Background: an optimization exercise with open tools, aiming at small area. Do not read the settings as production practice.
The RTL was checked by simulation tests, not by an equivalence proof against the original design.
Power figures rest on the tool's default switching activity, not on a simulated workload.

== zinc ==
==> flow/design.v (excerpt) <==
module register_file #(
    parameter int DATA_W = 32,
    parameter int ADDR_W = 5
) (
    input  logic              clk,
    input  logic              rst,
    input  logic              WE3,
    input  logic [ADDR_W-1:0] A1,
    input  logic [ADDR_W-1:0] A2,
    input  logic [ADDR_W-1:0] A3,
    input  logic [DATA_W-1:0] WD3,
    output logic [DATA_W-1:0] RD1,
    output logic [DATA_W-1:0] RD2
);
    localparam int NREG = 1 << ADDR_W;
    logic              phase;
    logic [NREG-1:1]   valid;
    logic [DATA_W-1:0] store [1:NREG-1];
    logic [DATA_W-1:0] store_d [1:NREG-1];
    logic [NREG-1:1]   wr_en, wr_en_n;
    logic [NREG-1:1]   sel1, sel2;
    logic [DATA_W-1:0] dn_lo, dn_hi;
    logic              ph1, ph2;
    genvar gd;
    generate
        for (gd = 0; gd < DATA_W; gd++) begin : g_dn
            rf_xor2 u_lo (.a(WD3[gd]), .b(phase), .y(dn_lo[gd]));
            rf_xor2 u_hi (.a(WD3[gd]), .b(phase), .y(dn_hi[gd]));
        end
    endgenerate
    always_comb begin
        for (int i = 1; i < NREG; i++) begin
            wr_en[i]   = WE3 && (A3 == ADDR_W'(i));
            wr_en_n[i] = ~wr_en[i];
            sel1[i]    = valid[i] && (A1 == ADDR_W'(i));
            sel2[i]    = valid[i] && (A2 == ADDR_W'(i));
        end
        ph1 = phase && (|sel1);
  ...
Settings: LEC_CHECK=0, CAP_MARGIN=10, CORE_MARGIN=2, CORE_UTILIZATION=40, CTS_BUF_LIST=sky130_fd_sc_hd__clkbuf_8, CTS_CLUSTER_DIAMETER=60, CTS_CLUSTER_SIZE=18, PLACE_DENSITY=0.75, SETUP_SLACK_MARGIN=0.1, SLEW_MARGIN=10, SYNTH_HIERARCHICAL=1, SYNTH_MINIMUM_KEEP_SIZE=0; clock period 7.0 ns.
standard.sh (not shown) runs the stock make flow with config.mk's settings and CLKGATE_MAP_FILE= SYNTH_SCRIPT=/design/flow/synth_recipe.tcl, a recipe that flattens the netlist after the stock synthesis.
==> flow/flow/run.sh <==
#!/bin/bash
# The standard layout (the standard.sh: unchanged synthesis, floorplan, power grid, placement,
# CTS and routing) with two changes to how cells are picked:
#  - the port buffers are the smallest plain buffer instead of the delay buffer picked by default;
#  - CTS builds its tree without dummy balancing loads (same clustering settings as config.mk).
# make's full output (every tool it runs) goes to make.log; ORFS also keeps each step's own log
# under orfs/logs/.
set -euo pipefail
cts="-sink_clustering_enable -repair_clock_nets -sink_clustering_size 18"
cts="$cts -sink_clustering_max_diameter 60 -buf_list sky130_fd_sc_hd__clkbuf_8 -dont_use_dummy_load"
bash standard.sh finish \
  "BUFFER_PORTS_ARGS=-buffer_cell sky130_fd_sc_hd__buf_1" \
  "CTS_ARGS=$cts" > make.log 2>&1
#### Input delta (nickel over zinc)
--- a/flow/flow/run.sh
+++ b/flow/flow/run.sh
@@ -9,2 +9,2 @@
-cts="-sink_clustering_enable -repair_clock_nets -sink_clustering_size 18"
-cts="$cts -sink_clustering_max_diameter 60 -buf_list sky130_fd_sc_hd__clkbuf_8 -dont_use_dummy_load"
+cts="-sink_clustering_enable -repair_clock_nets -sink_clustering_size 16"
+cts="$cts -sink_clustering_max_diameter 50 -buf_list sky130_fd_sc_hd__clkbuf_8 -dont_use_dummy_load"
--- a/flow/config.mk
+++ b/flow/config.mk
@@ -8 +8 @@
-export CAP_MARGIN = 10
+export CAP_MARGIN = 3
@@ -12,5 +12,4 @@
-export CTS_CLUSTER_DIAMETER = 60
-export CTS_CLUSTER_SIZE = 18
-export PLACE_DENSITY = 0.75
-export SETUP_SLACK_MARGIN = 0.1
-export SLEW_MARGIN = 10
+export CTS_CLUSTER_DIAMETER = 50
+export CTS_CLUSTER_SIZE = 16
+export SETUP_SLACK_MARGIN = 0.05
+export SLEW_MARGIN = 3
==> results.txt <==
| hold slack | nickel vs zinc | ≈ equal |
[compare] base=zinc new=nickel: number of hold violations in the final report ~0 delta; buffer levels on the longest clock path ~0 delta; clock network power share +2.5 points; multi-input gate share of the layout cell area ~0 delta; fmax ~0 delta.
Diff zinc..nickel | area fraction in compound gates after synthesis | unchanged
[inputs] willow vs nickel
--- a/flow/config.mk
+++ b/flow/config.mk
@@ -8 +8 @@
-export CAP_MARGIN = 3
+export CAP_MARGIN = 10
@@ -14,2 +14,3 @@
-export SETUP_SLACK_MARGIN = 0.05
-export SLEW_MARGIN = 3
+export PLACE_DENSITY = 0.7
+export SETUP_SLACK_MARGIN = 0.1
+export SLEW_MARGIN = 10
Results
When willow is set beside nickel, its final area turns out to be 0.36% smaller. The via count of the first global-routing pass in willow was higher than what nickel gave. The non-filler instance count after layout of nickel and that of willow are within noise of each other. All-layer global routing usage: willow and nickel compared, lower one is willow. A layer carrying the most global-route usage of met1 is what nickel shows, while met2 belongs to willow. Cmp willow and nickel / non-clock buffer count in the final layout / higher: willow. Delta (willow minus nickel): via count climbed 278, met2 capacity usage during global routing went down 1.6 points.
### willow -> indigo
--- a/flow/config.mk
+++ b/flow/config.mk
@@ -14 +14 @@
-export PLACE_DENSITY = 0.7
+export PLACE_DENSITY = 0.8
Notes after the runs:
- The final layout from indigo, which completed every stage, passed the timing, DRC and antenna checks at the end of the flow.
- On number of search-and-repair iterations in the first detailed-routing pass: between indigo and willow, it ends up lower for willow.
- Looking at maximum frequency, indigo sits below willow.
- Combinational cell fraction of total power: indigo vs willow up 0.2 points
- Worst-skew pair later-pin latency: indigo higher than willow
- willow → indigo: worst voltage drop across the vdd grid shows an increase of 29 uV, quantity of I/O buffers inserted on ports shows no meaningful change, wire length of the first global-routing pass shows a reduction of 1.4%, final area shows no meaningful change, clock-cell share of area shows no meaningful change.
- indigo leaves less setup margin than willow.
- Between indigo and willow, the fraction of area in non-clock buffers does not differ in any meaningful way.

Setup of main:
Another version of the RTL of register_file (not shown whole).
Size in the first run: roughly 3300 cells after synthesis, ~1000 flip-flops, ~110 I/O pins, about 37000 um^2 of cells after synthesis.
export LEC_CHECK = 0
export CAP_MARGIN = 20
export CORE_MARGIN = 2
export CORE_UTILIZATION = 40
export CTS_BUF_LIST = sky130_fd_sc_hd__clkbuf_8
export CTS_CLUSTER_DIAMETER = 50
export CTS_CLUSTER_SIZE = 12
export SETUP_SLACK_MARGIN = 0.25
export SLEW_MARGIN = 20
export SYNTH_HIERARCHICAL = 1
export SYNTH_MINIMUM_KEEP_SIZE = 0
create_clock -name core_clock -period 7.0 [get_ports {clk}]
run.sh (not shown) runs the stock make flow with config.mk's settings and CLKGATE_MAP_FILE= SYNTH_SCRIPT=/design/flow/synth_recipe.tcl, a recipe that flattens the netlist after the stock synthesis.
Stock flow here: none of the scripts above is used.
Setup changes, main to the feature branch
Settings: SETUP_SLACK_MARGIN: 0.25 -> 0.1; CAP_MARGIN: 20 -> 10; SLEW_MARGIN: 20 -> 10.
==> flow/flow/run.sh (new file) <==
#!/bin/bash
# The standard layout (the standard.sh, unchanged synthesis, floorplan, power grid, CTS and
# routing), except that the port buffers are the smallest plain buffer instead of the delay
# buffer the flow picks by default. make's full output (every tool it runs) goes to make.log;
# ORFS also keeps each step's own log under orfs/logs/.
set -euo pipefail
bash standard.sh finish "BUFFER_PORTS_ARGS=-buffer_cell sky130_fd_sc_hd__buf_1" > make.log 2>&1
==> flow/standard.sh (new file) <==
#!/bin/bash
# synth_recipe.tcl (not shown) runs the flow's synth.tcl, then flattens the netlist and writes it again
# the make line also repeats each setting of config.mk as NAME=value (left out here)
make -C /OpenROAD-flow-scripts/flow DESIGN_CONFIG=/design/flow/config.mk WORK_HOME=/design/flow/orfs CLKGATE_MAP_FILE= SYNTH_SCRIPT=/design/flow/synth_recipe.tcl "${@:-finish}"
removed: flow/run.sh
Notes after the runs:
The feature branch: worst voltage drop across the vdd grid is 0.023 mV lower than what main reported.
On share of final layout cell area taken by non-clock buffers: between the feature branch and main, it ends up higher for main.
Stage delay of the slowest cell on the critical path up 160 ps in the feature branch wrt main
The feature branch — sum of routed wire length over all layers 2.3% higher, main as reference
Looking at worst setup skew after layout, the feature branch sits 7.6 ps higher than main does.
From main to the feature branch the numbers moved as follows: hold slack about even, clock period minus worst slack shows a reduction of 470 ps, total of fill cells in the finished design went up 62.

what the ideal ports hide:
In the flow no input, the clock included, has a driving cell. The finished layouts below were timed again as built, in two steps. Step 1 (the two cells are an assumption about what drives the block):
set clk [get_ports {clk}]
set_driving_cell -lib_cell sky130_fd_sc_hd__clkbuf_16 $clk
set_driving_cell -lib_cell sky130_fd_sc_hd__buf_2 [delete_from_list [all_inputs] $clk]
Step 2 also shifts input and output timing later by t, the mid clock arrival at the registers, as if the neighbouring blocks saw the same clock. Slacks: ideal / step 1 / step 2; pairs: ideal / step 1.
run | t (ns) | setup slack, ns | worst register clock-pin slew, ns
zinc | 0.770 | 0.807 / 0.770 / 0.770 | 0.12 / 0.12
nickel | 0.800 | 0.808 / 0.778 / 0.778 | 0.11 / 0.11
willow | 0.770 | 0.806 / 0.780 / 0.780 | 0.10 / 0.10
indigo | 0.776 | 0.582 / 0.558 / 0.558 | 0.10 / 0.10
main | 0.851 | 0.177 / 0.150 / 0.150 | 0.09 / 0.09
the feature branch | 0.891 | 0.651 / 0.564 / 0.564 | 0.09 / 0.09
After both steps setup and hold are still met in every run listed. The setup slack of the feature branch, which loses most, moves by -0.087 ns with the drivers and by -0.087 ns with both steps.
